This is an optimization exercise on Yosys and OpenROAD, whose aim is small area, a short achievable clock period and few clock cycles per item, not a production implementation. Function was checked by simulation only, so behaviour that the tests miss may differ from the original. The clock port is modelled as an ideal driver; clocking choices that lean on that would not hold on a real chip. Power and IR drop assume default switching activity.

**flow/config.mk**
```make
export PLATFORM = sky130hd
export DESIGN_NAME = lru_block_cache_directory
export DESIGN_NICKNAME = lru_block_cache_directory
export VERILOG_FILES = /design/flow/design.v
export SDC_FILE = /design/flow/constraint.sdc
export NUM_CORES = 4
export LEC_CHECK = 0
export CAP_MARGIN = 20
export CORE_MARGIN = 2
export CORE_UTILIZATION = 60
export CTS_CLUSTER_DIAMETER = 80
export CTS_CLUSTER_SIZE = 20
export SLEW_MARGIN = 20
export TNS_END_PERCENT = 5
```
**flow/constraint.sdc**
```tcl
create_clock -name core_clock -period 13.0 [get_ports {i_clk}]
set_input_delay 2.6000 -clock core_clock [delete_from_list [all_inputs] [get_ports {i_clk}]]
set_output_delay 2.6000 -clock core_clock [all_outputs]
set_load 0.01 [all_outputs]
```
**flow/design.v**
```verilog
`timescale 1ns / 1ps
`default_nettype none
package lrud_pkg;
    localparam int WAYS     = 8;
    localparam int TAG_BITS = 32;
    localparam int TAG_W    = (TAG_BITS < 32) ? TAG_BITS : 32;
    localparam int WAY_W    = $clog2(WAYS);
    localparam int AGE_W    = $clog2(WAYS);
    localparam int CNT_W    = $clog2(WAYS + 1);
    localparam int KIND_W   = 2;
    localparam int BLOCK_W  = 32;
    localparam int OWAY_W   = 3;
    localparam int TOTAL_W  = 16;
    localparam int ADDR_W   = 3;
    localparam int DATA_W   = 32;
    localparam int CAP_W    = 4;
    localparam logic [0:0]       REG_WAYS_IN_USE = 1'b0;
    localparam logic [CAP_W-1:0] CAP_RESET       = 4'd8;
    typedef enum logic [KIND_W-1:0] {
        KIND_LOOKUP = 2'd0,
        KIND_INSERT = 2'd1,
        KIND_MARK   = 2'd2
    } t_kind;
    typedef struct packed {
        logic [KIND_W-1:0]  kind;
        logic [BLOCK_W-1:0] block_number;
        logic               insert_dirty;
    } t_req;
    typedef struct packed {
        logic               hit;
        logic [OWAY_W-1:0]  way;
        logic               evicted;
        logic [BLOCK_W-1:0] evicted_block;
        logic               evicted_dirty;
        logic [TOTAL_W-1:0] hit_total;
        logic [TOTAL_W-1:0] miss_total;
    } t_res;
endpackage
`default_nettype wire
`timescale 1ns / 1ps
`default_nettype none
module lrud_cfg (
    input  wire logic                        i_clk,
    input  wire logic                        i_rst_n,
    input  wire logic                        psel,
    input  wire logic                        penable,
    input  wire logic                        pwrite,
    input  wire logic [lrud_pkg::ADDR_W-1:0] paddr,
    input  wire logic [lrud_pkg::DATA_W-1:0] pwdata,
    output logic      [lrud_pkg::DATA_W-1:0] prdata,
    output logic                             pready,
    output logic      [lrud_pkg::CAP_W-1:0]  o_ways_in_use,
    output logic      [lrud_pkg::WAY_W-1:0]  o_last_way
);
    logic                       sel_ways_in_use;
    logic [lrud_pkg::CAP_W-1:0] r_cap;
    logic                       wr_en;
    logic [lrud_pkg::CAP_W-1:0] r_rdata;
    logic [lrud_pkg::WAY_W-1:0] r_last_way;
    logic [lrud_pkg::WAY_W-1:0] n_last_way;
    assign sel_ways_in_use = (paddr[lrud_pkg::ADDR_W-1:2] == lrud_pkg::REG_WAYS_IN_USE);
    assign pready          = 1'b1;
    assign wr_en           = psel && penable && pwrite && pready && sel_ways_in_use;
    always_comb begin
        if (pwdata[lrud_pkg::CAP_W-1:0] == '0) begin
            n_last_way = '0;
        end else if (pwdata[lrud_pkg::CAP_W-1:0] >= lrud_pkg::CAP_W'(lrud_pkg::WAYS)) begin
            n_last_way = lrud_pkg::WAY_W'(lrud_pkg::WAYS - 1);
        end else begin
            n_last_way = pwdata[lrud_pkg::WAY_W-1:0] - lrud_pkg::WAY_W'(1);
        end
    end
    always_ff @(posedge i_clk) begin
        if (!i_rst_n) begin
            r_cap      <= lrud_pkg::CAP_RESET;
            r_last_way <= lrud_pkg::WAY_W'(lrud_pkg::WAYS - 1);
        end else if (wr_en) begin
            r_cap      <= pwdata[lrud_pkg::CAP_W-1:0];
            r_last_way <= n_last_way;
        end
    end
    always_ff @(posedge i_clk) begin
        r_rdata <= sel_ways_in_use ? r_cap : '0;
    end
    assign prdata = lrud_pkg::DATA_W'(r_rdata);
    assign o_ways_in_use = r_cap;
    assign o_last_way    = r_last_way;
endmodule
`default_nettype wire
`timescale 1ns / 1ps
`default_nettype none
module lrud_dir (
    input  wire logic                          i_clk,
    input  wire logic                          i_rst_n,
    input  wire logic                          i_req_valid,
    input  wire lrud_pkg::t_req                i_req,
    input  wire logic [lrud_pkg::WAY_W-1:0]    i_last_way,
    output logic                               o_hit,
    output logic      [lrud_pkg::OWAY_W-1:0]   o_way,
    output logic                               o_evicted,
    output logic      [lrud_pkg::BLOCK_W-1:0]  o_evicted_block,
    output logic                               o_evicted_dirty,
    output logic                               o_inc_hit,
    output logic                               o_inc_miss
);
    localparam int WAYS  = lrud_pkg::WAYS;
    localparam int TAG_W = lrud_pkg::TAG_W;
    logic [WAYS-1:0]        r_valid;
    logic [WAYS-1:0]        r_dirty;
    logic [WAYS-1:0]        r_newer [WAYS];
    logic [TAG_W-1:0]       r_tag   [WAYS];
    logic                   k_lookup, k_insert, k_mark;
    logic [WAYS-1:0]        hit_oh;
    logic                   hit_any;
    logic [WAYS-1:0]        older;       
    logic [WAYS-1:0]        vic_oh;
    logic [WAYS-1:0]        free_oh;
    logic                   full;
    logic [WAYS-1:0]        slot_oh;
    logic                   ins_miss;
    logic [WAYS-1:0]        touch;
    logic [WAYS-1:0]        dirty_we;
    logic [WAYS-1:0]        tag_we;
    logic                   ev_out;
    logic [TAG_W-1:0]       vic_tag;
    logic                   vic_dirty;
    assign k_lookup = (i_req.kind == lrud_pkg::KIND_LOOKUP);
    assign k_insert = (i_req.kind == lrud_pkg::KIND_INSERT);
    assign k_mark   = (i_req.kind == lrud_pkg::KIND_MARK);
    always_comb begin
        for (int i = 0; i < WAYS; i++) begin
            hit_oh[i] = r_valid[i] && (r_tag[i] == i_req.block_number[TAG_W-1:0]);
        end
    end
    assign hit_any = |hit_oh;
    always_comb begin
        for (int i = 0; i < WAYS; i++) begin
            older[i] = 1'b1;
            for (int j = 0; j < WAYS; j++) begin
                if (j < i) begin
                    older[i] = older[i] && (!r_valid[j] || r_newer[j][i]);
                end else if (j > i) begin
                    older[i] = older[i] && (!r_valid[j] || !r_newer[i][j]);
                end
            end
        end
        vic_oh = r_valid & older;
    end
    always_comb begin
        for (int i = 0; i < WAYS; i++) begin
            free_oh[i] = !r_valid[i] && ((i == 0) || r_valid[(i == 0) ? 0 : i - 1]);
        end
    end
    assign full    = r_valid[i_last_way];
    assign slot_oh = full ? vic_oh : free_oh;
    assign ins_miss = k_insert && !hit_any;
    assign touch    = !i_req_valid ? '0 :
                      (k_insert && !hit_any) ? slot_oh :
                      ((k_insert || k_lookup) ? hit_oh : '0);
    assign dirty_we = !i_req_valid ? '0 :
                      k_insert ? (hit_any ? hit_oh : slot_oh) :
                      (k_mark ? hit_oh : '0);
    assign tag_we   = (i_req_valid && ins_miss) ? slot_oh : '0;
    always_ff @(posedge i_clk) begin
        if (!i_rst_n) begin
            r_valid <= '0;
        end else if (i_req_valid && ins_miss) begin
            r_valid <= r_valid | slot_oh;
        end
    end
    always_ff @(posedge i_clk) begin
        for (int i = 0; i < WAYS; i++) begin
            if (dirty_we[i]) begin
                r_dirty[i] <= k_mark || i_req.insert_dirty;
            end
            for (int j = i + 1; j < WAYS; j++) begin
                if (touch[i]) begin
                    r_newer[i][j] <= 1'b1;
                end else if (touch[j]) begin
                    r_newer[i][j] <= 1'b0;
                end
            end
            if (tag_we[i]) begin
                r_tag[i] <= i_req.block_number[TAG_W-1:0];
            end
        end
    end
    always_comb begin
        vic_tag   = '0;
        vic_dirty = 1'b0;
        for (int i = 0; i < WAYS; i++) begin
            if (vic_oh[i]) begin
                vic_tag   = vic_tag | r_tag[i];
                vic_dirty = vic_dirty | r_dirty[i];
            end
        end
    end
    assign ev_out = ins_miss && full;
    always_comb begin
        o_hit           = hit_any && (k_lookup || k_insert || k_mark);
        o_way           = '0;
        o_evicted       = ev_out;
        o_evicted_block = ev_out ? vic_tag : '0;
        o_evicted_dirty = ev_out && vic_dirty;
        for (int i = 0; i < WAYS; i++) begin
            if ((((k_lookup || k_mark) && hit_oh[i]) || (ins_miss && slot_oh[i]))) begin
                o_way = o_way | lrud_pkg::OWAY_W'(i);
            end
        end
    end
    assign o_inc_hit  = k_lookup && hit_any;
    assign o_inc_miss = k_lookup && !hit_any;
endmodule
`default_nettype wire
`timescale 1ns / 1ps
`default_nettype none
module lru_block_cache_directory (
    input  wire logic                          i_clk,
    input  wire logic                          i_rst_n,
    input  wire logic                          i_in_valid,
    output logic                               o_in_stall,
    input  wire logic [lrud_pkg::KIND_W-1:0]   i_kind,
    input  wire logic [lrud_pkg::BLOCK_W-1:0]  i_block_number,
    input  wire logic                          i_insert_dirty,
    output logic                               o_out_valid,
    input  wire logic                          i_out_stall,
    output logic                               o_hit,
    output logic      [lrud_pkg::OWAY_W-1:0]   o_way,
    output logic                               o_evicted,
    output logic      [lrud_pkg::BLOCK_W-1:0]  o_evicted_block,
    output logic                               o_evicted_dirty,
    output logic      [lrud_pkg::TOTAL_W-1:0]  o_hit_total,
    output logic      [lrud_pkg::TOTAL_W-1:0]  o_miss_total,
    input  wire logic                          psel,
    input  wire logic                          penable,
    input  wire logic                          pwrite,
    input  wire logic [lrud_pkg::ADDR_W-1:0]   paddr,
    input  wire logic [lrud_pkg::DATA_W-1:0]   pwdata,
    output logic      [lrud_pkg::DATA_W-1:0]   prdata,
    output logic                               pready
);
    logic                         r0_valid;
    lrud_pkg::t_req               r0_req, in_req;
    logic                         o0_valid, o1_valid;
    logic                         r_in_stall;
    logic                         proc;
    logic                         r0_free;
    logic                         in_acc;
    logic                         o0_load;
    logic                         n_r0_valid, n_o0_valid, n_o1_valid;
    logic [lrud_pkg::WAY_W-1:0]   last_way;
    typedef struct packed {
        logic                         hit;
        logic [lrud_pkg::OWAY_W-1:0]  way;
        logic                         evicted;
        logic [lrud_pkg::BLOCK_W-1:0] evicted_block;
        logic                         evicted_dirty;
        logic                         inc_hit;
        logic                         inc_miss;
    } t_beat;
    t_beat                        d_res, o0, o1, o0_in;
    logic [lrud_pkg::TOTAL_W-1:0] r_hit_total, r_miss_total;
    assign in_req.kind         = i_kind;
    assign in_req.block_number = i_block_number;
    assign in_req.insert_dirty = i_insert_dirty;
    assign proc       = r0_valid && !o1_valid;
    assign r0_free    = !r0_valid || !o1_valid;
    assign in_acc     = i_in_valid && !r_in_stall;
    assign o0_load    = !o0_valid || !i_out_stall;
    assign o_in_stall = r_in_stall;
    always_comb begin
        n_r0_valid = r0_free ? in_acc : r0_valid;
        n_o0_valid = o0_load ? (o1_valid || proc) : o0_valid;
        n_o1_valid = o0_load ? 1'b0 : (o1_valid || proc);
    end
    always_ff @(posedge i_clk) begin
        if (!i_rst_n) begin
            r0_valid   <= 1'b0;
            o0_valid   <= 1'b0;
            o1_valid   <= 1'b0;
            r_in_stall <= 1'b0;
        end else begin
            r0_valid   <= n_r0_valid;
            o0_valid   <= n_o0_valid;
            o1_valid   <= n_o1_valid;
            r_in_stall <= n_r0_valid && n_o1_valid;
        end
    end
    always_comb begin
        o0_in = o1_valid ? o1 : d_res;
        if (!(o1_valid || proc)) begin
            o0_in.inc_hit  = 1'b0;
            o0_in.inc_miss = 1'b0;
        end
    end
    always_ff @(posedge i_clk) begin
        if (!i_rst_n) begin
            r0_req <= '0;
        end else if (r0_free) begin
            r0_req <= in_req;
        end
        if (!o1_valid) begin
            o1 <= d_res;
        end
        if (!i_rst_n) begin
            o0 <= '0;
        end else if (o0_load) begin
            o0 <= o0_in;
        end
    end
    logic                         hit_en, miss_en;
    logic [lrud_pkg::TOTAL_W-1:0] n_hit_total, n_miss_total;
    assign hit_en  = (o0_load && o0_in.inc_hit) || !i_rst_n;
    assign miss_en = (o0_load && o0_in.inc_miss) || !i_rst_n;
    always_comb begin
        n_hit_total  = r_hit_total;
        n_miss_total = r_miss_total;
        if (r_hit_total != '1) begin
            n_hit_total = r_hit_total + lrud_pkg::TOTAL_W'(1);
        end
        if (r_miss_total != '1) begin
            n_miss_total = r_miss_total + lrud_pkg::TOTAL_W'(1);
        end
        n_hit_total  = n_hit_total & {lrud_pkg::TOTAL_W{i_rst_n}};
        n_miss_total = n_miss_total & {lrud_pkg::TOTAL_W{i_rst_n}};
    end
    always_ff @(posedge i_clk) begin
        if (hit_en) begin
            r_hit_total <= n_hit_total;
        end
        if (miss_en) begin
            r_miss_total <= n_miss_total;
        end
    end
    lrud_cfg u_cfg (
        .i_clk         (i_clk),
        .i_rst_n       (i_rst_n),
        .psel          (psel),
        .penable       (penable),
        .pwrite        (pwrite),
        .paddr         (paddr),
        .pwdata        (pwdata),
        .prdata        (prdata),
        .pready        (pready),
        .o_ways_in_use (),
        .o_last_way    (last_way)
    );
    lrud_dir u_dir (
        .i_clk           (i_clk),
        .i_rst_n         (i_rst_n),
        .i_req_valid     (proc),
        .i_req           (r0_req),
        .i_last_way      (last_way),
        .o_hit           (d_res.hit),
        .o_way           (d_res.way),
        .o_evicted       (d_res.evicted),
        .o_evicted_block (d_res.evicted_block),
        .o_evicted_dirty (d_res.evicted_dirty),
        .o_inc_hit       (d_res.inc_hit),
        .o_inc_miss      (d_res.inc_miss)
    );
    assign o_out_valid     = o0_valid;
    assign o_hit           = o0.hit;
    assign o_way           = o0.way;
    assign o_evicted       = o0.evicted;
    assign o_evicted_block = o0.evicted_block;
    assign o_evicted_dirty = o0.evicted_dirty;
    assign o_hit_total     = r_hit_total;
    assign o_miss_total    = r_miss_total;
endmodule
`default_nettype wire
```
**flow/flow/run.sh**
```bash
#!/bin/bash
# Layout flow: the standard ORFS flow (standard.sh) with
#  - port buffers of buf_2 instead of the default choice, a slow delay buffer;
set -euo pipefail
export FLOW_CLOCK_PORT=i_clk
bash standard.sh \
    "BUFFER_PORTS_ARGS=-buffer_cell sky130_fd_sc_hd__buf_2" \
    SETUP_SLACK_MARGIN=9.5 \
    "PRE_CTS_TCL=$PWD/flow/cts_hook.tcl" \
    finish > flow_make.log 2>&1
```
**flow/flow/cts_hook.tcl**
```tcl
# Sourced by ORFS's cts.tcl before clock_tree_synthesis (PRE_CTS_TCL): wraps
# clock_tree_synthesis so that, once the tree is built:
#  1. its root buffer is removed and the clock port drives the tree's
#     first-level buffers directly, so every register's clock arrives one
#     buffer stage sooner (the same for all of them);
#  2. the request register r0_req, which launches the directory's
#     register-to-register paths (tag compare and state update), is clocked
#     from two leaf buffers driven straight from the clock port, so its clock
#     arrives one stage before the other registers'. That skew only helps
#     paths between registers (from r0_req into the directory and the result
#     registers); the paths from the input ports into r0_req lose it.
set ::my_clock_port [expr {[info exists ::env(FLOW_CLOCK_PORT)] ? $::env(FLOW_CLOCK_PORT) : "i_clk"}]
set ::my_early_pattern {r0_req*}
rename clock_tree_synthesis my_orig_clock_tree_synthesis

proc my_center {iterms} {
  set sx 0; set sy 0; set n 0
  foreach it $iterms {
    set b [[$it getInst] getBBox]
    set sx [expr {$sx + ([$b xMin] + [$b xMax]) / 2}]
    set sy [expr {$sy + ([$b yMin] + [$b yMax]) / 2}]
    incr n
  }
  return [list [expr {$sx / $n}] [expr {$sy / $n}]]
}

proc clock_tree_synthesis {args} {
  my_orig_clock_tree_synthesis {*}$args
  set port $::my_clock_port
  set block [ord::get_db_block]
  set port_net [$block findNet $port]
  set loads [$port_net getITerms]
  if {[llength $loads] != 1} {
    puts "cts_hook: clock port drives [llength $loads] pins, tree left as built"
    return
  }
  set root [[lindex $loads 0] getInst]
  set root_out [[$root findITerm X] getNet]
  set mids {}
  foreach it [$root_out getITerms] {
    if {[$it getInst] ne $root} { lappend mids $it }
  }
  if {[llength $mids] > 2 || [llength [$root_out getBTerms]] > 0} {
    puts "cts_hook: root buffer drives [llength $mids] pins, tree left as built"
    return
  }
  set master [$root getMaster]
  foreach it $mids {
    $it disconnect
    $it connect $port_net
  }
  [$root findITerm A] disconnect
  odb::dbInst_destroy $root
  odb::dbNet_destroy $root_out
  # early leaves for the request register
  set early {}
  foreach inst [$block getInsts] {
    if {[string match $::my_early_pattern [$inst getName]]} {
      set ck [$inst findITerm CLK]
      if {$ck ne "NULL" && [$ck getNet] ne "NULL"} { lappend early $ck }
    }
  }
  set free [expr {4 - [llength [$port_net getITerms]]}]
  if {[llength $early] > 0 && $free > 0} {
    set keyed {}
    foreach it $early {
      set b [[$it getInst] getBBox]
      lappend keyed [list [$b xMin] $it]
    }
    set keyed [lsort -integer -index 0 $keyed]
    set groups [expr {min($free, 2)}]
    set per [expr {([llength $keyed] + $groups - 1) / $groups}]
    for {set g 0} {$g < $groups} {incr g} {
      set part {}
      foreach e [lrange $keyed [expr {$g * $per}] [expr {($g + 1) * $per - 1}]] { lappend part [lindex $e 1] }
      if {![llength $part]} continue
      set ni [odb::dbInst_create $block $master "clkbuf_early_${g}_$port"]
      set nn [odb::dbNet_create $block "clknet_early_${g}_$port"]
      $nn setSigType CLOCK
      [$ni findITerm A] connect $port_net
      [$ni findITerm X] connect $nn
      foreach it $part {
        $it disconnect
        $it connect $nn
      }
      lassign [my_center $part] cx cy
      $ni setLocation $cx $cy
      $ni setPlacementStatus PLACED
    }
  }
  # stronger request register flip-flops
  set sized 0
  foreach inst [$block getInsts] {
    if {[string match $::my_early_pattern [$inst getName]]} {
      set m [[$inst getMaster] getName]
      if {[regexp {^(sky130_fd_sc_hd__dfxtp)_[0-9]+$} $m -> base]} {
        replace_cell [$inst getName] ${base}_4
        incr sized
      }
    }
  }
  puts "cts_hook: $sized request register flip-flops set to drive 4"
  global_connect
  puts "cts_hook: clock port drives [llength [$port_net getITerms]] buffers; [llength $early] registers on early leaves"
}
```
**flow/standard.sh**
```bash
#!/bin/bash
# synth_recipe.tcl (not shown) runs the flow's synth.tcl, then flattens the netlist and writes it again
# the make line also repeats each setting of config.mk as NAME=value (left out here)
make -C /OpenROAD-flow-scripts/flow DESIGN_CONFIG=/design/flow/config.mk WORK_HOME=/design/flow/orfs CLKGATE_MAP_FILE= SYNTH_SCRIPT=/design/flow/synth_recipe.tcl "${@:-finish}"
```
==> summary.txt, run 1 <==
Status: timing/DRC/antenna clean
DR pass1 iterations: 7
I/O pins: 182
Critical Path End Type: output pin
Initial antenna violation count: 1
Multi-input logic area: 0.00860 sq mm
Cell Chain, Critical Path: buf_2
Syn Area/Cell: 12.0 sq um
Residual DRC: 0
Post-synthesis async set-or-reset flop share: 0%
Global-route wire length before repair: 95.4 mm
DR iter-0 viols: 2096
GRT Total Usage: 34.4%
Num CTS Buffers: 27
Synth Flop Type: edfxtp_1
I/O Buffers: 122
Worst hold path class: register to register
Slew at the pin closest to its max-slew limit: 1050 ps
Yosys cell types: 80
Yosys reg bits: 460
Worst hold slack: 323 ps
Setup TNS Final: 0 ps
Core area: 0.0354 sq mm
Post-layout minimum cycle time: 3640 ps
Vias in the first global route: 14428
CP Data Required Time: 10400 ps
Final Hold Fails: 0
# setup viols final: 0
Maximum VDD drop: 0.000120 V
Area grow syn2layout: 9.25%
Clock Latency Late Sink: 470 ps
Initial Util: 60.8%
Max Slew Vio Count: 0
Clock Sinks: 460
Critical-path top delay cell: edfxtp_1
Vias/cell: 6.45
Die footprint: 0.0374 sq mm
Pre-CTS setup slack: 8360 ps
Die Span Y: 193 microns
Crit Path Class: register to output pin
Routed Antenna Nets: 0
Grt ovf: 0
Achievable Freq: 0.275 GHz
Crit path DAT: 1040 ps
Period utilization: 28.0%
Vias post-DR: 15323
Layout net count: 1972
Detailed placement HPWL: 44.5 mm
Largest area contributor in the netlist: edfxtp_1
Leakage: 0.00856 uW
Warnings from Yosys: 5
Fin util: 66.4%
Power density over the cells: 117 mW/mm^2
Synth top area share: 41.3%
Crit-path leading delay family: flip-flops
EDFF count, synth: 296
Critical Path Fanout Max: 2
Inserted Diodes: 0
RSZ-0062 raised after global routing: true
Reg area: 0.0123 sq mm
# Max-Cap Violations: 0
Filler cells: 2688
Clock transition at path regs: 100 ps
Post-route cell area: 0.0235 sq mm
Final Skew: 305 ps
Register area share after synthesis: 56.6%
Dpl cell area: 0.0222 sq mm
Die span in x: 193 microns
Largest net degree at the start of global routing: 57
CP peak stage delay: 420 ps
Fraction of layout cells with a size suffix above 1: 17.3%
Worst rel slew slack: 29.4%
WL/cell: 27.7 microns
Final WL: 65.7 mm
Post-synthesis cell area: 0.0215 sq mm
Startpoint Class: register
Most area-consuming cells after synthesis: edfxtp_1 (41%), dfxtp_1 (15%), xnor2_1 (7.9%), a22oi_1 (4.7%), xor2_1 (3.3%)
Post-synthesis instance total: 1792
# rows: 69
CTS tree: yes
Setup ws final: 9360 ps
Worst path bufs/invs: 1
Global placement routability congestion: 1.03
==> through the flow <==
| stage | std cells | total power (uW) |
|---|---|---|
| floorplan | 1819 | 1760 |
| global placement | 2287 | 1820 |
| detailed placement | 2287 | 1820 |
| CTS | 2370 | 2750 |
| global route | 2374 | 2810 |
| finish | 2374 | 2740 |
==> power breakdown <==
group	internal, uW	switching [uW]	leakage [uW]
Clock	433	503	0.000410
Sequential	1570	45.2	0.00410
Combinational	75.3	111	0.00405
Total	2080	659	0.00856
==> routing by layer <==
metal	track usage [%]	part of all wire, %
met5	0	0
met4	17.3	5.9
met3	5.79	9.9
met2	54.4	46
met1	46.2	39
==> logic make-up (layout without fill, tap and decap cells) <==
family | count (synthesis) | in the layout | share of synthesized area (%)
xor+xnor | 277 | 277 | 11.3
fa+ha+maj | 3 | 3 | 0.174
compound gates | 414 | 414 | 15.4
flops | 460 | 460 | 56.6
other cells | 2 | 29 | 0.0349
simple gates | 462 | 463 | 11.3
buf+inv | 161 | 254 | 4.37
mux | 13 | 13 | 0.832
==> state kept, by name, indices dropped and copies added (netlist names), 4 cells and up <==
register / count
u_dir.r_valid: 8
r_miss_total: 16
u_dir.r_dirty: 8
u_dir.r_tag: 256
u_dir.r_newer: 28
r_hit_total: 16
r0_req: 35
o0: 38
u_cfg.r_rdata: 4
o1: 40
u_cfg.r_cap: 4
==> placed cells by master, fill, tap and decap left out, types with 29 or more instances in the layout <==
cell / n
edfxtp_1: 296
xnor2_1: 194
nand2_1: 138
a22oi_1: 136
dfxtp_1: 128
buf_2: 122
nand4_1: 106
xor2_1: 82
a21oi_1: 58
nor2_1: 57
o21ai_0: 53
buf_4: 51
dfxtp_4: 35
nor4_1: 34
nand3_1: 31
conb_1: 29
clkbuf_16: 29
==> synthesized netlist by cell type, types with 10 or more instances <==
library cell and number:
buf_2 10, buf_6 19, xnor2_1 195, edfxtp_1 296
nand4_1 106, and3_1 16, a21o_1 18, nand2_1 139
xor2_1 82, nor2_1 57, a21oi_1 58, nor3_1 21
a22oi_1 136, o21ai_0 55, nand3_1 31, dfxtp_1 164
inv_1 21, o21a_1 13, nand2b_1 14, a22o_4 25
clkbuf_1 56, nor2b_1 12, buf_4 48, o21ba_1 25
nor4_1 34
==> worst paths after layout <==
kind                           startpoint  cells after the start  slack [ps]                                to
max            r_miss_total[11]$_DFFE_PP_                      1        9360                  o_miss_total[11]
min               r0_req[22]$_SDFFE_PN0N_                      0         320      u_dir.r_tag[3][21]$_DFFE_PP_
max reg2reg  u_dir.r_tag[7][25]$_DFFE_PP_                      9        9480  u_dir.r_newer[5][6]$_SDFFE_PP1P_
min reg2reg       r0_req[22]$_SDFFE_PN0N_                      0         320      u_dir.r_tag[3][21]$_DFFE_PP_
==> final cells by class <==
class | count | area share (%)
inverter | 26 | 0.447
multi-input combinational | 1199 | 36.6
sequential | 460 | 52.4
buffer | 2 | 0.213
clock inverter | 4 | 0.234
timing repair buffer | 177 | 4.53
tap | 461 | 2.45
==> repair_timing <==
item,4_1_cts,5_1_grt
pin swaps,1,2
resized for setup,14,2
endpoints found under the hold margin,0,0
hold buffers,0,0
cloned,1,0
setup buffers,31,4
setup endpoints to repair,413,216
Testbench counts, summed over its fixed seeds: cycles 16,016, items 16,000.
==> run 2: changes to the inputs <==
--- a/flow/design.v
+++ b/flow/design.v
@@ -308,28 +308,17 @@
             o0 <= o0_in;
         end
     end
-    logic                         hit_en, miss_en;
-    logic [lrud_pkg::TOTAL_W-1:0] n_hit_total, n_miss_total;
-    assign hit_en  = (o0_load && o0_in.inc_hit) || !i_rst_n;
-    assign miss_en = (o0_load && o0_in.inc_miss) || !i_rst_n;
-    always_comb begin
-        n_hit_total  = r_hit_total;
-        n_miss_total = r_miss_total;
-        if (r_hit_total != '1) begin
-            n_hit_total = r_hit_total + lrud_pkg::TOTAL_W'(1);
-        end
-        if (r_miss_total != '1) begin
-            n_miss_total = r_miss_total + lrud_pkg::TOTAL_W'(1);
-        end
-        n_hit_total  = n_hit_total & {lrud_pkg::TOTAL_W{i_rst_n}};
-        n_miss_total = n_miss_total & {lrud_pkg::TOTAL_W{i_rst_n}};
-    end
     always_ff @(posedge i_clk) begin
-        if (hit_en) begin
-            r_hit_total <= n_hit_total;
-        end
-        if (miss_en) begin
-            r_miss_total <= n_miss_total;
+        if (!i_rst_n) begin
+            r_hit_total  <= '0;
+            r_miss_total <= '0;
+        end else begin
+            if (o0_load && o0_in.inc_hit && (r_hit_total != '1)) begin
+                r_hit_total <= r_hit_total + lrud_pkg::TOTAL_W'(1);
+            end
+            if (o0_load && o0_in.inc_miss && (r_miss_total != '1)) begin
+                r_miss_total <= r_miss_total + lrud_pkg::TOTAL_W'(1);
+            end
         end
     end
     lrud_cfg u_cfg (
==> summary.txt, run 2 <==
Status: timing/DRC/antenna clean
Setup TNS Final: 0 ps (unchanged)
Fraction of layout cells with a size suffix above 1: 15.4% (-1.9 points)
Die Span Y: 194 microns (+0.21%)
Crit Path Class: register to register
Maximum VDD drop: 0.000117 V (-2.5%)
DR iter-0 viols: 1849 (-12%)
Post-layout minimum cycle time: 3690 ps (+55.4 ps)
Final WL: 65.2 mm (-0.74%)
Initial antenna violation count: 0 (-1)
R2R Path Start: u_dir.r_tag[6][3]$_DFFE_PP_
Synth top area share: 36.7% (-4.6 points)
Sw Pwr: 626 uW (-5.0%)
Critical-path top delay cell: a21oi_1
Register area share after synthesis: 54.9% (-1.7 points)
DR pass1 iterations: 5 (-2)
Most common cell after layout, fill and taps aside: edfxtp_1
I/O Buffers: 122 (unchanged)
Power density over the cells: 112 mW/mm^2 (-3.8%)
Most area-consuming cells after synthesis: edfxtp_1 (37%), dfxtp_1 (18%), xnor2_1 (5.9%), xor2_1 (4.2%), nand2_1 (3.7%)
Achievable Freq: 0.271 GHz (-1.5%)
# Max-Cap Violations: 0 (unchanged)
RSZ-0062 raised after global routing: true
Syn Area/Cell: 11.1 sq um (-7.9%)
Worst hold path class: register to register
CTS tree: yes
Grt ovf: 0 (unchanged)
Detailed placement HPWL: 44.9 mm (+0.84%)
Residual DRC: 0 (unchanged)
Vias/cell: 6.56 (+1.6%)
Global-route wire length before repair: 95.5 mm (+0.12%)
CP peak stage delay: 640 ps (+220 ps)
Largest net degree at the start of global routing: 112 (+96%)
Crit path DAT: 4030 ps (+2990 ps)
# rows: 69 (unchanged)
Clock power frac: 34.6% (+0.5 points)
Synth Flop Type: edfxtp_1
Post-synthesis instance total: 1955 (+9.1%)
Core area: 0.0355 sq mm (+0.24%)
Die span in x: 194 microns (+0.21%)
Final Hold Fails: 0 (unchanged)
Worst path bufs/invs: 1 (unchanged)
Max FFs per register: 256 (unchanged)
Crit-path leading delay family: simple AND/OR/NAND/NOR gates
Startpoint Class: register
Layout net count: 2100 (+6.5%)
GRT Total Usage: 33.5% (-0.90 points)
Cell Chain, Critical Path: xnor2_1 > nand4_1 > nor4_1 > nand3_2 > nand4_4 > nor3_4 > buf_4 > a21oi_1 > a21bo_2
CP startpoint: u_dir.r_tag[6][3]$_DFFE_PP_
Critical Path End Type: register
Largest area contributor in the netlist: edfxtp_1
EDFF count, synth: 264 (-11%)
Biggest registers after layout: u_dir.r_tag: 256 flops, o1: 40 flops, o0: 38 flops
CP Data Required Time: 13340 ps (+2940 ps)
Worst rel slew slack: 30.5% (+1.2 points)
Routed Antenna Nets: 0 (unchanged)
Clock Latency Late Sink: 440 ps (-30 ps)
Initial Util: 60.9% (+0.11 points)
Flop pwr share: 59.7% (+0.6 points)
Yosys cell types: 81 (+1.3%)
Max Slew Vio Count: 0 (unchanged)
Fin util: 66.9% (+0.52 points)
# setup viols final: 0 (unchanged)
Vias post-DR: 16409 (+7.1%)
Clock transition at path regs: 90 ps (about the same)
Period utilization: 28.4% (+0.43 points)
Internal power: 2040 uW (-2.1%)
Min-delay src: r0_req[26]$_SDFFE_PN0N_
Reg2Reg Setup Slack: 9310 ps (-170 ps)
Sw Share: 23.5% (-0.55 points)
Final Skew: 286 ps (-19.7 ps)
Num CTS Buffers: 27 (unchanged)
Global placement routability congestion: 0.952 (-7.5%)
Post-synthesis cell area: 0.0216 sq mm (+0.43%)
Top reg by flops: u_dir.r_tag
Yosys reg bits: 460 (unchanged)
Most common cell in the netlist: edfxtp_1
Post-synthesis async set-or-reset flop share: 0% (unchanged)
Critical Path Fanout Max: 13 (+11)
Slew at the pin closest to its max-slew limit: 1040 ps (-7.76 ps)
I/O pins: 182 (unchanged)
Leakage: 0.00833 uW (-2.7%)
Warnings from Yosys: 5 (unchanged)
Vias in the first global route: 15117 (+4.8%)
Combinational Power Share: 5.7% (-1.1 points)
Area grow syn2layout: 9.90%
Commonest cells in the netlist: edfxtp_1 (264), nand2_1 (215), dfxtp_1 (196), xnor2_1 (145), xor2_1 (103)
WL/cell: 26.1 microns (-5.8%)
Most frequent cells in the layout: edfxtp_1 (264), nand2_1 (211), dfxtp_1 (147)
Clock Sinks: 460 (unchanged)
Die footprint: 0.0375 sq mm (+0.42%)
==> run 2: final cells by class <==
class                      instances  area, sq um
antenna                            1         2.50
buffer                             2         50.0
clock inverter                     5         45.0
fill                            2709        11700
inverter                          33          129
multi-input combinational       1336         9140
sequential                       460        12000
tap                              461          577
timing repair buffer             161         1050
==> run 2: cells by family after synthesis <==
family | synth area share, %
and+or+nand+nor | 14.6
DFF | 54.9
AOI/OAI and AO/OA | 14.6
muxes | 1.47
xor gates and xnor gates | 10.1
other | 0.0348
buffers and inverters | 4.29
adders and majority gates | 0.174
==> run 2: repair_timing <==
| action | 4_1_cts | 5_1_grt |
|---|---|---|
| gates cloned | 2 | 3 |
| setup buffers | 4 | 7 |
| hold buffers | 0 | 0 |
| resized for setup | 43 | 19 |
| endpoints found under the setup margin | 214 | 205 |
| pin swaps | 4 | 3 |
==> run 2: path summary, 6_finish.rpt <==
kind	endpoint	cells after the start
max reg2reg	u_dir.r_newer[5][7]$_SDFFE_PP1P_	9
min	u_dir.r_tag[7][25]$_DFFE_PP_	0
max	u_dir.r_newer[5][7]$_SDFFE_PP1P_	9
min reg2reg	u_dir.r_tag[7][25]$_DFFE_PP_	0
==> run 2: through the flow <==
step | power (uW) | std cells | instance area (sq um) | hold WS, ps | setup slack (ps)
floorplan | 1710 | 1982 | 21700 | 422 | 8830
global placement | 1760 | 2435 | 22400 | 432 | 7470
CTS | 2660 | 2491 | 23500 | 191 | 9380
detailed placement | 1760 | 2435 | 22400 | 439 | 7380
global route | 2730 | 2501 | 23700 | 210 | 9350
finish | 2660 | 2502 | 23700 | 197 | 9310
==> run 2: worst reg2reg max path, stage by stage (launching register included) <==
cell,delay [ps]
edfxtp_1,410
xnor2_1,540
nand4_1,170
nor4_1,590
nand3_2,350
nand4_4,270
nor3_4,110
buf_4,230
a21oi_1,640
a21bo_2,300
==> run 2: metal layers <==
layer	track usage (%)	wire length (microns)	vias to the layer above
met3	4.02	5590	130
met1	48.4	27200	8058
met5	0	0	-
met2	53.0	30000	856
li1	-	-	7365
met4	10.9	2490	0
==> run 2: power groups by stage <==
stage	clock (uW)	combinational, uW	sequential [uW]
6_report	922	151	1590
5_1_grt	979	160	1590
4_1_cts	930	142	1590
3_5_place_dp	0	136	1630
3_3_place_gp	0	135	1620
2_1_floorplan	0	115	1600
Testbench counts of run 2, summed over its fixed seeds: cycles 16,016, items 16,000.
==> run 3: changes to the inputs <==
--- a/flow/flow/cts_hook.tcl
+++ b/flow/flow/cts_hook.tcl
@@ -3,12 +3,6 @@
 #  1. its root buffer is removed and the clock port drives the tree's
 #     first-level buffers directly, so every register's clock arrives one
 #     buffer stage sooner (the same for all of them);
-#  2. the request register r0_req, which launches the directory's
-#     register-to-register paths (tag compare and state update), is clocked
-#     from two leaf buffers driven straight from the clock port, so its clock
-#     arrives one stage before the other registers'. That skew only helps
-#     paths between registers (from r0_req into the directory and the result
-#     registers); the paths from the input ports into r0_req lose it.
 set ::my_clock_port [expr {[info exists ::env(FLOW_CLOCK_PORT)] ? $::env(FLOW_CLOCK_PORT) : "i_clk"}]
 set ::my_early_pattern {r0_req*}
 rename clock_tree_synthesis my_orig_clock_tree_synthesis
@@ -88,18 +82,6 @@
       $ni setPlacementStatus PLACED
     }
   }
-  # stronger request register flip-flops
-  set sized 0
-  foreach inst [$block getInsts] {
-    if {[string match $::my_early_pattern [$inst getName]]} {
-      set m [[$inst getMaster] getName]
-      if {[regexp {^(sky130_fd_sc_hd__dfxtp)_[0-9]+$} $m -> base]} {
-        replace_cell [$inst getName] ${base}_4
-        incr sized
-      }
-    }
-  }
-  puts "cts_hook: $sized request register flip-flops set to drive 4"
   global_connect
   puts "cts_hook: clock port drives [llength [$port_net getITerms]] buffers; [llength $early] registers on early leaves"
 }
==> summary.txt, run 3 <==
Status: timing/DRC/antenna clean
Vias/cell: 6.56 (about the same)
Post-Layout Cell Count: 2506 (+0.16%)
Synth top area share: 36.7% (unchanged)
Worst hold path class: register to register
Top reg by flops: u_dir.r_tag
Crit path DAT: 4030 ps (about the same)
Die Span Y: 194 microns (unchanged)
Layout net count: 2104 (+0.19%)
Register area share after synthesis: 54.9% (unchanged)
Crit Path Class: input port to register
Most area-consuming cells after synthesis: edfxtp_1 (37%), dfxtp_1 (18%), xnor2_1 (5.9%), xor2_1 (4.2%), nand2_1 (3.7%)
Slew at the pin closest to its max-slew limit: 1010 ps (-35.5 ps)
# Max-Cap Violations: 0 (unchanged)
Post-synthesis cell area: 0.0216 sq mm (unchanged)
WL/cell: 26.0 microns (-0.16%)
Vias in the first global route: 15141 (+0.16%)
Vias post-DR: 16430 (+0.13%)
Residual DRC: 0 (unchanged)
Global-route wire length before repair: 95.1 mm (-0.44%)
Filler cells: 2710 (+0.037%)
DR iter-0 viols: 1894 (+2.4%)
Fraction of layout cells with a size suffix above 1: 15.1% (-0.37 points)
Yosys reg bits: 460 (unchanged)
Critical Path Fanout Max: 8 (-5)
Post-layout minimum cycle time: 3650 ps (-40.2 ps)
CTS tree: yes
Clock Sinks: 460 (unchanged)
Syn Area/Cell: 11.1 sq um (unchanged)
Max FFs per register: 256 (unchanged)
Largest area contributor in the netlist: edfxtp_1
CP Data Required Time: 13380 ps (+40 ps)
GRT Total Usage: 33.4% (-0.14 points)
Post-synthesis async set-or-reset flop share: 0% (unchanged)
RSZ-0062 raised after global routing: true
Setup ws final: 9350 ps (+40.2 ps)
Worst rel slew slack: 32.6% (+2.1 points)
Power density over the cells: 112 mW/mm^2 (+0.22%)
Die span in x: 194 microns (unchanged)
Initial Util: 60.9% (unchanged)
Area grow syn2layout: 9.70%
Leakage: 0.00834 uW (+0.14%)
Multi-input logic area: 0.00917 sq mm (+0.26%)
Core area: 0.0355 sq mm (unchanged)
# setup viols final: 0 (unchanged)
Final Hold Fails: 0 (unchanged)
Synth Flop Type: edfxtp_1
Maximum VDD drop: 0.000117 V (-0.13%)
Cell Chain, Critical Path: buf_8 > nand2_4 > o21ai_4 > a41o_4 > a211o_4 > buf_4 > a21oi_2 > mux2i_1
Placed Cells: 2435 (unchanged)
DR pass1 iterations: 6 (+1)
Final Skew: 285 ps (-0.0840 ps)
Num CTS Buffers: 27 (unchanged)
Largest net degree at the start of global routing: 112 (unchanged)
Clock Latency Late Sink: 440 ps (about the same)
# rows: 69 (unchanged)
Die footprint: 0.0375 sq mm (unchanged)
Critical-path top delay cell: a211o_4
Global placement routability congestion: 0.952 (unchanged)
Warnings from Yosys: 5 (unchanged)
Startpoint Class: input port
Achievable Freq: 0.274 GHz (+1.1%)
Detailed placement HPWL: 44.9 mm (unchanged)
Most common cell in the netlist: edfxtp_1
I/O Buffers: 122 (unchanged)
CP peak stage delay: 350 ps (-290 ps)
Grt ovf: 0 (unchanged)
Final WL: 65.2 mm (about the same)
Clock transition at path regs: 100 ps (about the same)
Period utilization: 28.1% (-0.31 points)
Commonest cells in the netlist: edfxtp_1 (264), nand2_1 (215), dfxtp_1 (196), xnor2_1 (145), xor2_1 (103)
Max Slew Vio Count: 0 (unchanged)
Most common cell after layout, fill and taps aside: edfxtp_1
Routed Antenna Nets: 0 (unchanged)
Biggest registers after layout: u_dir.r_tag: 256 flops, o1: 40 flops, o0: 38 flops
Post-synthesis instance total: 1955 (unchanged)
I/O pins: 182 (unchanged)
Initial antenna violation count: 0 (unchanged)
Reg area: 0.0119 sq mm (-0.88%)
Pre-CTS setup slack: 7380 ps (unchanged)
Most frequent cells in the layout: edfxtp_1 (264), nand2_1 (211), dfxtp_1 (163)
EDFF count, synth: 264 (unchanged)
Setup TNS Final: 0 ps (unchanged)
Yosys cell types: 81 (unchanged)
Critical Path End Type: register
==> run 3: cell counts after synthesis <==
Identical to the previous run, type by type.
==> run 3: routing by layer <==
layer / wire, microns / global-route usage (%)
met4: 2630 / 11.6
met3: 5620 / 4.16
met1: 27100 / 48.0
met2: 29900 / 52.6
met5: 0 / 0
==> run 3: path summary, 6_finish.rpt <==
| check | start | endpoint | slack (ps) | cells past startpoint |
|---|---|---|---|---|
| max | i_out_stall | r_hit_total[10]$_SDFFE_PN0P_ | 9350 | 8 |
| max reg2reg | r0_req[7]$_SDFFE_PN0N_ | r_hit_total[10]$_SDFFE_PN0P_ | 9450 | 9 |
| min | r0_req[26]$_SDFFE_PN0N_ | u_dir.r_tag[7][25]$_DFFE_PP_ | 230 | 0 |
| min reg2reg | r0_req[26]$_SDFFE_PN0N_ | u_dir.r_tag[7][25]$_DFFE_PP_ | 230 | 0 |
==> run 3: cell type report <==
class	instances	share of cell area [%]
Antenna cell	1	0.0106
Buffer	2	0.211
Clock inverter	5	0.190
Inverter	33	0.533
Multi-Input combinational cell	1336	38.7
Sequential cell	460	50.2
Tap cell	461	2.43
Timing Repair Buffer	165	4.60
==> run 3: critical path, delay by kind of cell <==
family	cells	cell delay (ps)
multiplexers	1	200
buffers and inverters	2	270
AND/OR/NAND/NOR	1	70
AO/OA/AOI/OAI	4	880
==> run 3: cells by family (layout without fill, tap and decap cells) <==
| group | Yosys count | in the layout | synth area share, % |
|---|---|---|---|
| fa+ha+maj | 3 | 3 | 0.174 |
| flops | 460 | 460 | 54.9 |
| mux | 29 | 29 | 1.47 |
| buf+inv | 188 | 248 | 4.29 |
| compound gates | 432 | 433 | 14.6 |
| simple gates | 593 | 594 | 14.6 |
| other cells | 2 | 30 | 0.0348 |
| xor+xnor | 248 | 248 | 10.1 |
==> run 3: repair_timing <==
action	4_1_cts	5_1_grt
hold buffers	0	0
endpoints found under the setup margin	351	406
gates cloned	2	2
pin swaps	4	5
hold endpoints to repair	0	0
resized for setup	26	59
buffers inserted	6	10
==> run 3: per-stage QoR <==
| step | cell area (sq um) | total power (uW) | hold slack, ps | util [%] |
|---|---|---|---|---|
| 4_1_cts | 23400 | 2660 | 221 | 65.9 |
| 5_1_grt | 23700 | 2730 | 261 | 66.8 |
| 6_report | 23700 | 2660 | 232 | 66.8 |
| 3_5_place_dp | 22400 | 1760 | 439 | 63.1 |
| 2_1_floorplan | 21700 | 1710 | 422 | - |
| 3_3_place_gp | 22400 | 1760 | 432 | 63.1 |
==> run 3: report_power, final <==
| group | internal [uW] | leakage, uW | switching [uW] |
|---|---|---|---|
| combinational | 56.4 | 0.00392 | 94.3 |
| sequential | 1550 | 0.00401 | 42.5 |
| clock | 434 | 0.000411 | 487 |
| total | 2040 | 0.00834 | 623 |
==> run 4: changes to the inputs <==
--- a/flow/design.v
+++ b/flow/design.v
@@ -308,17 +308,16 @@
             o0 <= o0_in;
         end
     end
+    logic                         hit_inc, miss_inc;
+    assign hit_inc  = o0_load && o0_in.inc_hit && (r_hit_total != '1);
+    assign miss_inc = o0_load && o0_in.inc_miss && (r_miss_total != '1);
     always_ff @(posedge i_clk) begin
         if (!i_rst_n) begin
             r_hit_total  <= '0;
             r_miss_total <= '0;
         end else begin
-            if (o0_load && o0_in.inc_hit && (r_hit_total != '1)) begin
-                r_hit_total <= r_hit_total + lrud_pkg::TOTAL_W'(1);
-            end
-            if (o0_load && o0_in.inc_miss && (r_miss_total != '1)) begin
-                r_miss_total <= r_miss_total + lrud_pkg::TOTAL_W'(1);
-            end
+            r_hit_total  <= r_hit_total + lrud_pkg::TOTAL_W'(hit_inc);
+            r_miss_total <= r_miss_total + lrud_pkg::TOTAL_W'(miss_inc);
         end
     end
     lrud_cfg u_cfg (
==> summary.txt, run 4 <==
Die Span Y: 191 microns (-1.5%)
Most area-consuming cells after synthesis: edfxtp_1 (38%), dfxtp_1 (19%), xnor2_1 (7.9%), a22oi_1 (4.8%), xor2_1 (3.4%)
Num CTS Buffers: 27 (unchanged)
Final Hold Fails: 0 (unchanged)
Layout net count: 1957 (-7.0%)
Met2 wire len: 29.8 mm (-0.34%)
# Max-Cap Violations: 0 (unchanged)
Most common cell after layout, fill and taps aside: edfxtp_1
Max FFs per register: 256 (unchanged)
CP Data Required Time: 13320 ps (-60 ps)
CTS tree: yes
Largest family of logic cells by synthesized area: compound AO/OA/AOI/OAI gates
Register area share after synthesis: 56.6% (+1.8 points)
CP peak stage delay: 210 ps (-140 ps)
Routed wl met3: 6.06 mm (+7.8%)
Period utilization: 29.0% (+0.90 points)
Post-Layout Cell Count: 2349 (-6.3%)
Most common cell in the netlist: edfxtp_1
RSZ-0062 raised after global routing: true
Inserted Diodes: 0 (-1)
Synthesized-area fraction occupied by xor and xnor cells: 11.3% (+1.2 points)
Critical Path End Type: register
Vias post-DR: 15074 (-8.3%)
Synth Area in Adders: 0.299% (+0.13 points)
Mux contribution to synthesized area: 0.872% (-0.59 points)
Status: timing/DRC/antenna clean
Total power: 2650 uW (-0.64%)
Top Metal Used: met4
Detailed placement HPWL: 44.1 mm (-1.7%)
Area grow syn2layout: 9.73% (about the same)
Initial antenna violation count: 0 (unchanged)
Leakage: 0.00832 uW (-0.33%)
WL/cell: 27.9 microns (+7.0%)
Routed Antenna Nets: 0 (unchanged)
Most frequent cells in the layout: edfxtp_1 (264), xnor2_1 (181), dfxtp_1 (166)
Global placement routability congestion: 0.992 (+4.3%)
Die footprint: 0.0364 sq mm (-3.0%)
I/O pins: 182 (unchanged)
Crit path DAT: 4090 ps (+60 ps)
Die span in x: 191 microns (-1.5%)
DRT met1 WL: 25.8 mm (-4.8%)
Crit Path Class: input port to register
Filler cells: 2682 (-1.0%)
Multi-input logic area: 0.00860 sq mm (-6.2%)
Reg area: 0.0119 sq mm (about the same)
Fraction of layout cells with a size suffix above 1: 17.2% (+2.1 points)
Vias in the first global route: 14130 (-6.7%)
I/O Buffers: 122 (unchanged)
Largest area contributor in the netlist: edfxtp_1
Reg2Reg Setup Slack: 9250 ps (-200 ps)
Post-layout minimum cycle time: 3770 ps (+117 ps)
Synth top area share: 37.9% (+1.2 points)
Initial Util: 60.8% (-0.13 points)
Slew at the pin closest to its max-slew limit: 942 ps (-64.4 ps)
Post-synthesis cell area: 0.0209 sq mm (-3.1%)
Top reg by flops: u_dir.r_tag
DR pass1 iterations: 8 (+2)
GRT Total Usage: 35.7% (+2.3 points)
Final Skew: 291 ps (+5.96 ps)
Final WL: 65.4 mm (+0.29%)
Placed Cells: 2281 (-6.3%)
Critical-path top delay cell: xor2_1
Residual DRC: 0 (unchanged)
Power density over the cells: 115 mW/mm^2 (+2.5%)
Complex-gate fraction of the synthesized area: 14.7% (+0.16 points)
Post-synthesis async set-or-reset flop share: 0% (unchanged)
Worst rel slew slack: 36.9% (+4.3 points)
Vias/cell: 6.42 (-2.1%)
Largest net degree at the start of global routing: 59 (-47%)
# setup viols final: 0 (unchanged)
Post-synthesis simple-gate area fraction: 11.6% (-3.0 points)
Core area: 0.0345 sq mm (-2.9%)
Worst hold path class: register to register
Maximum VDD drop: 0.000103 V (-11%)
DR iter-0 viols: 1695 (-11%)
Yosys reg bits: 460 (unchanged)
# rows: 68 (-1.4%)
Synth Flop Type: edfxtp_1
Global-route wire length before repair: 94.2 mm (-0.97%)
Commonest cells in the netlist: edfxtp_1 (264), dfxtp_1 (196), xnor2_1 (188), a22oi_1 (134), nand2_1 (134)
Cell Chain, Critical Path: buf_8 > and2_4 > nor2_4 > and3_4 > ha_4 > buf_6 > ha_4 > nand2_4 > nor2_4 > nand4_1 > xor2_1 > nor2_1
Setup TNS Final: 0 ps (unchanged)
Startpoint Class: input port
Fin util: 66.7% (-0.12 points)
Critical Path Fanout Max: 4 (-4)
Achievable Freq: 0.265 GHz (-3.1%)
Biggest registers after layout: u_dir.r_tag: 256 flops, o1: 40 flops, o0: 38 flops
Grt ovf: 0 (unchanged)
Syn Area/Cell: 11.7 sq um (+5.8%)
Post-synthesis instance total: 1790 (-8.4%)
Max Slew Vio Count: 0 (unchanged)
Clock transition at path regs: 100 ps (about the same)
Yosys cell types: 75 (-7.4%)
EDFF count, synth: 264 (unchanged)
Clock Latency Late Sink: 450 ps (about the same)
Clock Sinks: 460 (unchanged)
Worst hold slack: 379 ps (+147 ps)
Warnings from Yosys: 5 (unchanged)
run 4: cell types whose count changed after synthesis, moves of 29 or more:
| cell | change |
|---|---|
| nand2_1 | -81 |
| a22oi_1 | +65 |
| xnor2_1 | +43 |
| a221oi_1 | -39 |
| nand3_1 | -39 |
| a32oi_1 | -33 |
| o21ba_1 | +29 |
run 4: final cells by class:
type | count | area share (%)
well taps | 455 | 2.48
inverters | 31 | 0.550
flip-flops and latches | 460 | 51.7
repair buffers | 165 | 4.23
clock inverters | 4 | 0.223
plain buffers | 2 | 0.218
multi-input cells | 1189 | 37.4
run 4: worst paths after layout:
check / start / endpoint / cells past startpoint
worst max-delay path: i_out_stall / r_hit_total[14]$_SDFF_PN0_ / 12
worst max register to register: u_dir.r_tag[1][6]$_DFFE_PP_ / r_hit_total[14]$_SDFF_PN0_ / 16
worst min-delay path: r0_req[16]$_SDFFE_PN0N_ / u_dir.r_tag[3][15]$_DFFE_PP_ / 0
worst min register to register: r0_req[16]$_SDFFE_PN0N_ / u_dir.r_tag[3][15]$_DFFE_PP_ / 0
run 4: critical path, delay by kind of cell:
family                     cells  cell delay, ps
buffers and inverters          2             190
and+or+nand+nor                7             820
xor gates and xnor gates       1             210
adders and majority gates      2             280
run 4: what timing repair did:
action                     CTS  global route
setup endpoints to repair  453           373
pin swaps                   11            16
hold buffers                 0             0
gates resized for setup     66            14
buffers inserted            12             6
gates cloned                 1             0
run 4: through the flow:
step / area [sq um] / setup WS, ps
2_1_floorplan: 21100 / 8760
3_3_place_gp: 21700 / 8200
3_5_place_dp: 21700 / 8120
4_1_cts: 22900 / 9240
5_1_grt: 23000 / 9170
6_report: 23000 / 9230
run 4: kinds of logic after synthesis:
logic type,Yosys count
flops,460
simple gates,456
compound gates,415
xor+xnor,269
buf+inv,169
mux,14
fa+ha+maj,5
other cells,2
run 4: per-layer routing:
layer  GRT usage (%)  vias up
li1                -     6720
met1            48.2     7356
met2            55.9      843
met3            6.88      155
met4            17.0        0
met5               0        -
run 4: power breakdown:
group / switching [uW] / total (uW) / internal, uW
Sequential: 39.9 / 1590 / 1550
Clock: 491 / 910 / 419
Combinational: 89.2 / 145 / 55.9
Total: 620 / 2650 / 2030
Testbench counts of run 4, summed over its fixed seeds: cycles 16,016, items 16,000.
==> run 5: changes to the inputs <==
--- a/flow/design.v
+++ b/flow/design.v
@@ -309,15 +309,27 @@
         end
     end
     logic                         hit_inc, miss_inc;
-    assign hit_inc  = o0_load && o0_in.inc_hit && (r_hit_total != '1);
-    assign miss_inc = o0_load && o0_in.inc_miss && (r_miss_total != '1);
+    logic [lrud_pkg::TOTAL_W-1:0] n_hit_total, n_miss_total;
+    logic [lrud_pkg::TOTAL_W:0]   hit_low1, miss_low1;    
+    assign hit_inc  = o0_load && o0_in.inc_hit && !(&r_hit_total);
+    assign miss_inc = o0_load && o0_in.inc_miss && !(&r_miss_total);
+    always_comb begin
+        hit_low1[0]  = 1'b1;
+        miss_low1[0] = 1'b1;
+        for (int i = 0; i < lrud_pkg::TOTAL_W; i++) begin
+            n_hit_total[i]   = r_hit_total[i] ^ (hit_inc && hit_low1[i]);
+            n_miss_total[i]  = r_miss_total[i] ^ (miss_inc && miss_low1[i]);
+            hit_low1[i + 1]  = hit_low1[i] && r_hit_total[i];
+            miss_low1[i + 1] = miss_low1[i] && r_miss_total[i];
+        end
+    end
     always_ff @(posedge i_clk) begin
         if (!i_rst_n) begin
             r_hit_total  <= '0;
             r_miss_total <= '0;
         end else begin
-            r_hit_total  <= r_hit_total + lrud_pkg::TOTAL_W'(hit_inc);
-            r_miss_total <= r_miss_total + lrud_pkg::TOTAL_W'(miss_inc);
+            r_hit_total  <= n_hit_total;
+            r_miss_total <= n_miss_total;
         end
     end
     lrud_cfg u_cfg (
==> summary.txt, run 5 <==
DR iter-0 viols: 1752 (+3.4%)
Clock Sinks: 460 (unchanged)
Clock Latency Late Sink: 440 ps (about the same)
Warnings from Yosys: 5 (unchanged)
WL/cell: 26.2 microns (-6.1%)
Reg area: 0.0120 sq mm (+0.57%)
Residual DRC: 0 (unchanged)
Placed Cells: 2181 (-4.4%)
Max FFs per register: 256 (unchanged)
Die span in x: 189 microns (-1.0%)
Core area: 0.0336 sq mm (-2.4%)
Filler cells: 2508 (-6.5%)
Critical-path top delay cell: dfxtp_4
Vias in the first global route: 13575 (-3.9%)
Most common cell in the netlist: edfxtp_1
Largest area contributor in the netlist: edfxtp_1
Worst hold slack: 391 ps (+12.4 ps)
Min-delay src: r0_req[1]$_SDFFE_PN0N_
Post-synthesis cell area: 0.0205 sq mm (-2.1%)
# rows: 67 (-1.5%)
Leakage: 0.00811 uW (-2.5%)
Synth Flop Type: edfxtp_1
Post-synthesis instance total: 1713 (-4.3%)
Crit Path Class: register to output pin
Register area share after synthesis: 57.8% (+1.2 points)
Top reg by flops: u_dir.r_tag
Post-synthesis async set-or-reset flop share: 0% (unchanged)
Fraction of layout cells with a size suffix above 1: 19.2% (+2.1 points)
Status: timing/DRC/antenna clean
Fin util: 67.9% (+1.2 points)
Grt ovf: 0 (unchanged)
Maximum VDD drop: 0.0000989 V (-4.4%)
Die footprint: 0.0357 sq mm (-2.0%)
CP Data Required Time: 10400 ps (-2920 ps)
Setup TNS Final: 0 ps (unchanged)
# setup viols final: 0 (unchanged)
Vias post-DR: 14479 (-3.9%)
EDFF count, synth: 264 (unchanged)
Cell Chain, Critical Path: buf_4
Critical Path End Type: output pin
Die Span Y: 189 microns (-1.0%)
Worst Hold Depth: 0 (unchanged)
Critical Path Fanout Max: 5 (+1)
Achievable Freq: 0.283 GHz (+6.7%)
Most common cell after layout, fill and taps aside: edfxtp_1
Max Slew Vio Count: 0 (unchanged)
Detailed placement HPWL: 38.1 mm (-14%)
Reg2Reg Setup Slack: 9510 ps (+260 ps)
# Max-Cap Violations: 0 (unchanged)
Post-Layout Cell Count: 2273 (-3.2%)
Period utilization: 27.2% (-1.8 points)
Most area-consuming cells after synthesis: edfxtp_1 (39%), dfxtp_1 (19%), xnor2_1 (7.3%), a22o_1 (4.7%), xor2_1 (3.5%)
Layout net count: 1885 (-3.7%)
Startpoint Class: register
Vias/cell: 6.37 (-0.74%)
Reg2reg path depth: 10 (-6)
Inserted Diodes: 0 (unchanged)
Global-route wire length before repair: 86.7 mm (-7.9%)
Crit path DAT: 930 ps (-3160 ps)
Final Skew: 284 ps (-7.94 ps)
RSZ-0062 raised after global routing: true
Yosys cell types: 73 (-2.7%)
Final WL: 59.5 mm (-9.1%)
Final Hold Fails: 0 (unchanged)
Total power: 2640 uW (-0.47%)
CP peak stage delay: 360 ps (+150 ps)
Area grow syn2layout: 11.3%
Slew at the pin closest to its max-slew limit: 1060 ps (+120 ps)
R2R Path Start: u_dir.r_tag[0][9]$_DFFE_PP_
Routed Antenna Nets: 0 (unchanged)
Synth top area share: 38.7% (+0.79 points)
Crit-path leading delay family: flip-flops
I/O pins: 182 (unchanged)
Yosys reg bits: 460 (unchanged)
Initial Util: 61.0% (+0.24 points)
Multi-input logic area: 0.00821 sq mm (-4.6%)
DR pass1 iterations: 6 (-2)
CTS tree: yes
Reg-to-Reg End: u_dir.r_valid[1]$_SDFFE_PN0P_
Post-layout minimum cycle time: 3530 ps (-238 ps)
Syn Area/Cell: 12.0 sq um (+2.3%)
Hold path endpoint: u_dir.r_tag[4][0]$_DFFE_PP_
Worst rel slew slack: 27.1% (-9.8 points)
Biggest registers after layout: u_dir.r_tag: 256 flops, o1: 40 flops, o0: 38 flops
Worst hold path class: register to register
Most frequent cells in the layout: edfxtp_1 (264), xnor2_1 (170), dfxtp_1 (128)
I/O Buffers: 122 (unchanged)
Initial antenna violation count: 0 (unchanged)
Largest net degree at the start of global routing: 73 (+24%)
GRT Total Usage: 32.8% (-3.0 points)
WP depth: 1 (-11)
Num CTS Buffers: 27 (unchanged)
Power density over the cells: 115 mW/mm^2 (+0.18%)
Global placement routability congestion: 0.895 (-9.8%)
Clock transition at path regs: 90 ps (about the same)
Commonest cells in the netlist: edfxtp_1 (264), dfxtp_1 (196), xnor2_1 (171), nand2_1 (124), a22o_1 (110)
Worst path bufs/invs: 1 (-1)
-- run 5: how the worst max path moves through the flow --
stage | start | endpoint | slack (ps)
floorplan | r0_req[28]$_SDFFE_PN0N_ | u_dir.r_tag[1][0]$_DFFE_PP_ | 9210
global placement | i_rst_n | o0[25]$_SDFFE_PN0P_ | 8290
detailed placement | i_rst_n | o0[26]$_SDFFE_PN0P_ | 8210
CTS | r_hit_total[8]$_SDFF_PN0_ | o_hit_total[8] | 9440
global route | u_dir.r_valid[6]$_SDFFE_PN0P_ | r_hit_total[1]$_SDFF_PN0_ | 9450
finish | r_miss_total[9]$_SDFF_PN0_ | o_miss_total[9] | 9470
-- run 5: metal layers --
layer	GRT usage [%]	routed length [microns]	vias to the layer above	part of all wire (%)
met4	10.1	1800	0	3.0
met2	49.5	26500	777	44
met1	47.4	24900	7104	42
li1	-	-	6507	-
met3	7.47	6310	91	11
met5	0	0	-	0
-- run 5: through the flow --
step           instance area (sq um)  worst slack, ps
4_1_cts                        22500             9440
6_report                       22800             9470
3_3_place_gp                   21200             8290
2_1_floorplan                  20600             9210
3_5_place_dp                   21200             8210
5_1_grt                        22800             9450
-- run 5: layout make-up --
type	count	share of cell area, %
buffer	2	0.219
sequential	460	52.4
inverter	27	0.460
timing repair buffer	174	5.07
multi-input combinational	1114	36.0
tap	448	2.46
clock inverter	3	0.148
-- run 5: worst register-to-register path: cells and delay by family (launching register included) --
kind	cells	cell delay, ps
AOI/OAI and AO/OA	1	270
xor gates and xnor gates	1	360
buffers and inverters	1	310
DFF	1	420
and+or+nand+nor	7	2030
-- run 5: cells by family after synthesis --
logic type	synth area share (%)
compound gates	15.1
xor+xnor	10.9
fa+ha+maj	0.183
buf+inv	4.72
flops	57.8
mux	1.66
other cells	0.0366
simple gates	9.63
-- run 5: what timing repair did --
action                                  in CTS  in global routing
gates resized for setup                     99                 37
setup buffers                               14                 17
endpoints found under the setup margin     467                366
hold buffers                                 0                  0
hold endpoints to repair                     0                  0
gates cloned                                10                  1
pin swaps                                    8                  4
-- run 5: report_power, final --
part | internal (uW) | switching [uW] | total (uW)
logic | 53.7 | 70.8 | 124
registers | 1550 | 45.3 | 1590
clock network | 435 | 481 | 916
total | 2040 | 597 | 2640
Testbench counts of run 5, summed over its fixed seeds: cycles 16,016, items 16,000.
==> run 6: changes to the inputs <==
--- a/flow/flow/run.sh
+++ b/flow/flow/run.sh
@@ -5,6 +5,6 @@
 export FLOW_CLOCK_PORT=i_clk
 bash standard.sh \
     "BUFFER_PORTS_ARGS=-buffer_cell sky130_fd_sc_hd__buf_2" \
-    SETUP_SLACK_MARGIN=9.5 \
+    SETUP_SLACK_MARGIN=9.8 \
     "PRE_CTS_TCL=$PWD/flow/cts_hook.tcl" \
     finish > flow_make.log 2>&1
==> summary.txt, run 6 <==
Register area share after synthesis: 57.8% (unchanged)
CTS tree: yes
Pre-CTS setup slack: 7830 ps (-376 ps)
Residual DRC: 0 (unchanged)
Placed Cells: 2183 (+0.092%)
RSZ-0062 raised after global routing: true
Initial Util: 61.0% (unchanged)
Vias/cell: 6.50 (+2.0%)
Final Hold Fails: 0 (unchanged)
Most area-consuming cells after synthesis: edfxtp_1 (39%), dfxtp_1 (19%), xnor2_1 (7.3%), a22o_1 (4.7%), xor2_1 (3.5%)
Clock Sinks: 460 (unchanged)
Worst hold path class: register to register
Cell Chain, Critical Path: buf_6
DR iter-0 viols: 2119 (+21%)
Commonest cells in the netlist: edfxtp_1 (264), dfxtp_1 (196), xnor2_1 (171), nand2_1 (124), a22o_1 (110)
Warnings from Yosys: 5 (unchanged)
Global-route wire length before repair: 87.6 mm (+0.99%)
Fraction of layout cells with a size suffix above 1: 21.8% (+2.5 points)
Reg2Reg Setup Slack: 9600 ps (+90 ps)
Fin util: 70.0% (+2.1 points)
Critical Path Fanout Max: 6 (+1)
Power density over the cells: 112 mW/mm^2 (-3.2%)
Clock transition at path regs: 100 ps (about the same)
DR pass1 iterations: 5 (-1)
Final WL: 62.4 mm (+4.8%)
Worst rel slew slack: 29.7% (+2.6 points)
Post-synthesis cell area: 0.0205 sq mm (unchanged)
Leakage: 0.00837 uW (+3.3%)
Final Skew: 279 ps (-4.58 ps)
WL/cell: 27.0 microns (+3.2%)
Critical Path End Type: output pin
Post-synthesis async set-or-reset flop share: 0% (unchanged)
Vias post-DR: 15001 (+3.6%)
Startpoint Class: register
Biggest registers after layout: u_dir.r_tag: 256 flops, o1: 40 flops, o0: 38 flops
# setup viols final: 0 (unchanged)
Max Slew Vio Count: 0 (unchanged)
Die Span Y: 189 microns (unchanged)
EDFF count, synth: 264 (unchanged)
Filler cells: 2461 (-1.9%)
Crit-path leading delay family: flip-flops
Global placement routability congestion: 0.898 (+0.35%)
Critical-path top delay cell: dfxtp_4
Yosys reg bits: 460 (unchanged)
Setup ws final: 9470 ps (+3.21 ps)
Syn Area/Cell: 12.0 sq um (unchanged)
Detailed placement HPWL: 37.9 mm (-0.65%)
GRT Total Usage: 33.0% (+0.20 points)
Post-route cell area: 0.0235 sq mm (+3.1%)
Hold path endpoint: u_dir.r_tag[4][9]$_DFFE_PP_
Post-Layout Cell Count: 2308 (+1.5%)
Crit Path Class: register to output pin
I/O Buffers: 122 (unchanged)
Most common cell in the netlist: edfxtp_1
Vias in the first global route: 13808 (+1.7%)
Post-layout minimum cycle time: 3530 ps (-3.21 ps)
Core area: 0.0336 sq mm (unchanged)
Yosys cell types: 73 (unchanged)
Synth top area share: 38.7% (unchanged)
R2R Path Start: u_dir.r_valid[2]$_SDFFE_PN0P_
Largest area contributor in the netlist: edfxtp_1
Slew at the pin closest to its max-slew limit: 1030 ps (-37.4 ps)
Die footprint: 0.0357 sq mm (unchanged)
Clock Latency Late Sink: 440 ps (about the same)
Maximum VDD drop: 0.000107 V (+8.4%)
I/O pins: 182 (unchanged)
CP peak stage delay: 370 ps (about the same)
Period utilization: 27.1% (about the same)
Inserted Diodes: 0 (unchanged)
Die span in x: 189 microns (unchanged)
Reg2reg path depth: 10 (unchanged)
Worst path bufs/invs: 1 (unchanged)
Dpl cell area: 0.0213 sq mm (+0.53%)
Crit path DAT: 930 ps (about the same)
Status: timing/DRC/antenna clean
Min-delay src: r0_req[10]$_SDFFE_PN0N_
# Max-Cap Violations: 0 (unchanged)
Synth Flop Type: edfxtp_1
Top reg by flops: u_dir.r_tag
# rows: 67 (unchanged)
Achievable Freq: 0.283 GHz (about the same)
Largest net degree at the start of global routing: 71 (-2.7%)
Layout net count: 1923 (+2.0%)
Reg-to-Reg End: o0[37]$_SDFFE_PN0P_
Worst Hold Depth: 0 (unchanged)
Num CTS Buffers: 27 (unchanged)
Post-CTS Hold Buffers: 0 (unchanged)
Post-synthesis instance total: 1713 (unchanged)
Routed Antenna Nets: 0 (unchanged)
Grt ovf: 0 (unchanged)
Most common cell after layout, fill and taps aside: edfxtp_1
Setup TNS Final: 0 ps (unchanged)
CP Data Required Time: 10400 ps (about the same)
Most frequent cells in the layout: edfxtp_1 (264), xnor2_1 (169), nand2_1 (122)
Area grow syn2layout: 14.8%
Initial antenna violation count: 1 (+1)
Max FFs per register: 256 (unchanged)
[run 6: changes by cell type in the layout (fill, tap and decap cells not counted), moves of 10 or more]
cell and change:
buf_12 +15, buf_4 +12, dfxtp_1 -12, buf_6 +14, dfxtp_2 +12, buf_2 -10
[run 6: cell type report]
class / instances / area, sq um / share of cell area, %
inverter: 27 / 118 / 0.500
timing repair buffer: 212 / 1820 / 7.73
clock inverter: 3 / 23.8 / 0.101
tap: 448 / 561 / 2.38
multi-input combinational: 1114 / 8280 / 35.2
sequential: 460 / 12000 / 50.9
buffer: 2 / 50.0 / 0.213
[run 6: layer usage]
metal / global-route usage [%] / vias to the layer above / wire (microns)
met5: 0 / - / 0
met4: 9.68 / 0 / 1860
met3: 4.91 / 111 / 6540
met1: 48.7 / 7441 / 25400
met2: 50.9 / 860 / 28600
li1: - / 6589 / -
[run 6: where the power goes]
part           internal (uW)  switching (uW)
logic                   60.9            76.1
clock network            406             494
registers               1550            44.5
[run 6: how the worst max path moves through the flow]
stage | start | to | slack, ps | cells past startpoint
global placement | r0_req[17]$_SDFFE_PN0N_ | u_dir.r_tag[6][16]$_DFFE_PP_ | 7830 | 8
CTS | r_miss_total[10]$_SDFF_PN0_ | o_miss_total[10] | 9460 | 1
floorplan | i_out_stall | r_hit_total[4]$_SDFF_PN0_ | 9350 | 6
global route | r_miss_total[10]$_SDFF_PN0_ | o_miss_total[10] | 9460 | 1
detailed placement | r0_req[22]$_SDFFE_PN0N_ | r_hit_total[0]$_SDFF_PN0_ | 7830 | 10
finish | r_miss_total[10]$_SDFF_PN0_ | o_miss_total[10] | 9470 | 1
[run 6: cell families (layout without fill, tap and decap cells)]
kind of cell | after synthesis | count (layout) | synth area share (%)
buffers and inverters | 174 | 286 | 4.72
adders and majority gates | 3 | 3 | 0.183
muxes | 30 | 30 | 1.66
and+or+nand+nor | 378 | 385 | 9.63
DFF | 460 | 460 | 57.8
AOI/OAI and AO/OA | 411 | 412 | 15.1
xor gates and xnor gates | 255 | 255 | 10.9
other | 2 | 29 | 0.0366
[run 6: timing repair]
| action | in CTS | in global routing |
|---|---|---|
| gates resized for setup | 121 | 49 |
| cloned | 8 | 11 |
| pin swaps | 14 | 23 |
| endpoints found under the setup margin | 531 | 487 |
| buffers inserted | 39 | 20 |
[run 6: stage by stage]
| step | power, uW | hold WS (ps) |
|---|---|---|
| after floorplan | 1700 | 427 |
| after global placement | 1730 | 440 |
| after detailed placement | 1730 | 447 |
| after CTS | 2620 | 353 |
| after global routing | 2690 | 390 |
| final | 2630 | 355 |
